Background: an optimization exercise with open tools, aiming at small area. Do not read the settings as production practice. Function was checked by simulation only, so behaviour that the tests miss may differ from the original. No activity file was given, so power comes from the tool's default toggle rates.

## north
Design sdReader, start of the top module:
module sdReader #(
    parameter int clkDiv    = 2,
    parameter int bitCycles = 2,
    parameter int dumpWords = 128
) (
    input  logic clk,
    input  logic rstN,
    output logic sdClk,
    output logic sdMosi,
    input  logic sdMiso,
    output logic sdCs,
    input  logic dump,
    output logic uartTx,
    output logic ready,
    output logic error
);
Size: roughly 91000 µm² of cells after synthesis.
Settings: LEC_CHECK=0, CAP_MARGIN=20, CORE_MARGIN=2, CORE_UTILIZATION=50, PLACE_DENSITY=0.6, SLEW_MARGIN=20; clock period 10.0 ns.
run.sh (not shown) runs the stock make flow with config.mk's settings and CLKGATE_MAP_FILE= SYNTH_SCRIPT=/design/flow/synth_recipe.tcl, a recipe that flattens the netlist after the stock synthesis.
In summary, north completed successfully, with a layout that passed the timing, DRC and antenna checks.
What south does differently from north at the input level:
Settings: setting CTS_BUF_LIST to sky130_fd_sc_hd__clkbuf_8 for the first time; setting CTS_CLUSTER_SIZE to 20 for the first time; setting CTS_CLUSTER_DIAMETER to 50 for the first time.
## What came out
south ended with every stage complete and zero timing, DRC or antenna violations.
south vs north on number of antenna violations at the first check in global routing: south is the higher one.
Comparing north and south, the higher wire length was measured on north.
south vs north — net switching power dropped 1.0 mW.
Fraction of the core area covered by cells at the end of the flow, north and south: smaller value in south
Here is what was changed in the inputs of east compared with south.
Settings: a change of CTS_CLUSTER_SIZE from 20 to 28; a change of CTS_BUF_LIST from sky130_fd_sc_hd__clkbuf_8 to sky130_fd_sc_hd__clkbuf_16; a change of CTS_CLUSTER_DIAMETER from 50 to 60.
--- outcome ---
- Longest individual stage delay on the worst path: south vs east, no meaningful difference
- The lower relative area change from synthesis to final layout of south and east is in south.
- When the final numbers for south and east were put side by side, the utilization turned out to be smaller in south.
- east — share of the clock period used by the worst path 1.8 points lower, south as reference
- Relative to south, sequential share of layout area decreased by 1.0 points in east.

Another version of the RTL of sdReader (not shown whole).
Size in the first run: about 4200 flip-flops, about 0.088 mm² of cells after synthesis.
Settings: LEC_CHECK=0, CAP_MARGIN=20, CORE_MARGIN=2, CORE_UTILIZATION=55, CTS_BUF_LIST=sky130_fd_sc_hd__clkbuf_8, CTS_CLUSTER_DIAMETER=50, CTS_CLUSTER_SIZE=20, PLACE_DENSITY=0.65, SLEW_MARGIN=20; clock period 10.0 ns.
standard.sh (not shown) runs the stock make flow with config.mk's settings and CLKGATE_MAP_FILE= SYNTH_SCRIPT=/design/flow/synth_recipe.tcl, a recipe that flattens the netlist after the stock synthesis.
==> flow/flow/run.sh <==
#!/bin/bash
# Standard layout, but clock tree synthesis without dummy loads.
set -euo pipefail
export CTS_ARGS="-sink_clustering_enable -repair_clock_nets -dont_use_dummy_load -buf_list sky130_fd_sc_hd__clkbuf_8 -sink_clustering_size 20 -sink_clustering_max_diameter 50"
bash standard.sh > flow.log 2>&1
==> next run, changes <==
- CORE_UTILIZATION: 55 -> 50
- PLACE_DENSITY: 0.65 -> 0.6
What happened: The new run passed the timing, DRC and antenna checks; count of clock-buffer cells in the layout increases by 37; total power increases by 1.8%; routed wire length increases by 2.3%; die area increases by 9.9%; sequential share of layout area decreases by 0.79 points; via count increases by 0.76%; synthesized cell count does not change; design area increases by 0.90%; worst setup slack is worse by 38 ps; first-iteration DRC count decreases by 4.3%; synthesized area is unchanged.
==> next run, changes <==
==> flow/flow/run.sh (replaced) <==
#!/bin/bash
# Standard layout, but clock tree synthesis without dummy loads.
set -euo pipefail
export CTS_ARGS="-sink_clustering_enable -repair_clock_nets -dont_use_dummy_load -buf_list sky130_fd_sc_hd__clkbuf_8 -sink_clustering_size 20 -sink_clustering_max_diameter 60"
bash standard.sh > flow.log 2>&1
- CORE_UTILIZATION: 50 -> 55
- PLACE_DENSITY: 0.6 -> 0.65
Wire length shrinks by 2.3%; total power is lower by 2.1%; die area fell by 9.0%; first-iteration DRC count grows by 5.3%; clock power drops by 7.9%; via count goes down by 0.88%; final area goes down by 1.0%; core utilization grows by 4.8 points.
==> next run, changes <==
- CORE_UTILIZATION: 55 -> 50
- PLACE_DENSITY: 0.65 -> 0.6
After rerunning: Clock-buffer cell count rose by 2. Global-route usage came out lower by 0.94 points. Cell area grows by 0.38%. Setup slack loses 78 ps. Synthesized cell count is unchanged. Area after synthesis does not change. Non-clock buffer count goes down by 1. Power is about the same.

## port drivers added, routing unchanged
The results above use ideal ports. As a check the final layouts listed here were re-extracted and re-timed, cells and wires unchanged. Step 1, drivers: a clkbuf_16 drives clk and a buf_2 each remaining input, both assumed. Step 2 also shifts input and output timing later by t, the mid clock arrival at the registers, as if the neighbouring blocks saw the same clock. a / b / c = ideal / step 1 / step 2; a / b = the first two.
run | t (ns) | setup WS [ns] | latest minus earliest clock arrival (ns) | worst slew at a driven data input, ns | cell pins on the clock port's net
north | 0.958 | 5.235 / 5.162 / 5.786 | 0.041 / 0.041 | 0.03 | 1
south | 1.048 | 5.124 / 5.054 / 5.763 | 0.058 / 0.059 | 0.03 | 1
east | 0.871 | 5.307 / 5.233 / 5.806 | 0.033 / 0.033 | 0.03 | 1
the first run of note 2 | 0.963 | 4.853 / 4.853 / 4.853 | 0.167 / 0.166 | 0.06 | 1
the second run of note 2 | 1.020 | 4.816 / 4.802 / 4.816 | 0.122 / 0.123 | 0.08 | 1
the third run of note 2 | 0.981 | 4.806 / 4.806 / 4.806 | 0.156 / 0.156 | 0.06 | 1
the fourth run of note 2 | 0.981 | 4.729 / 4.729 / 4.729 | 0.135 / 0.134 | 0.08 | 1
After both steps every run listed still meets setup and hold.
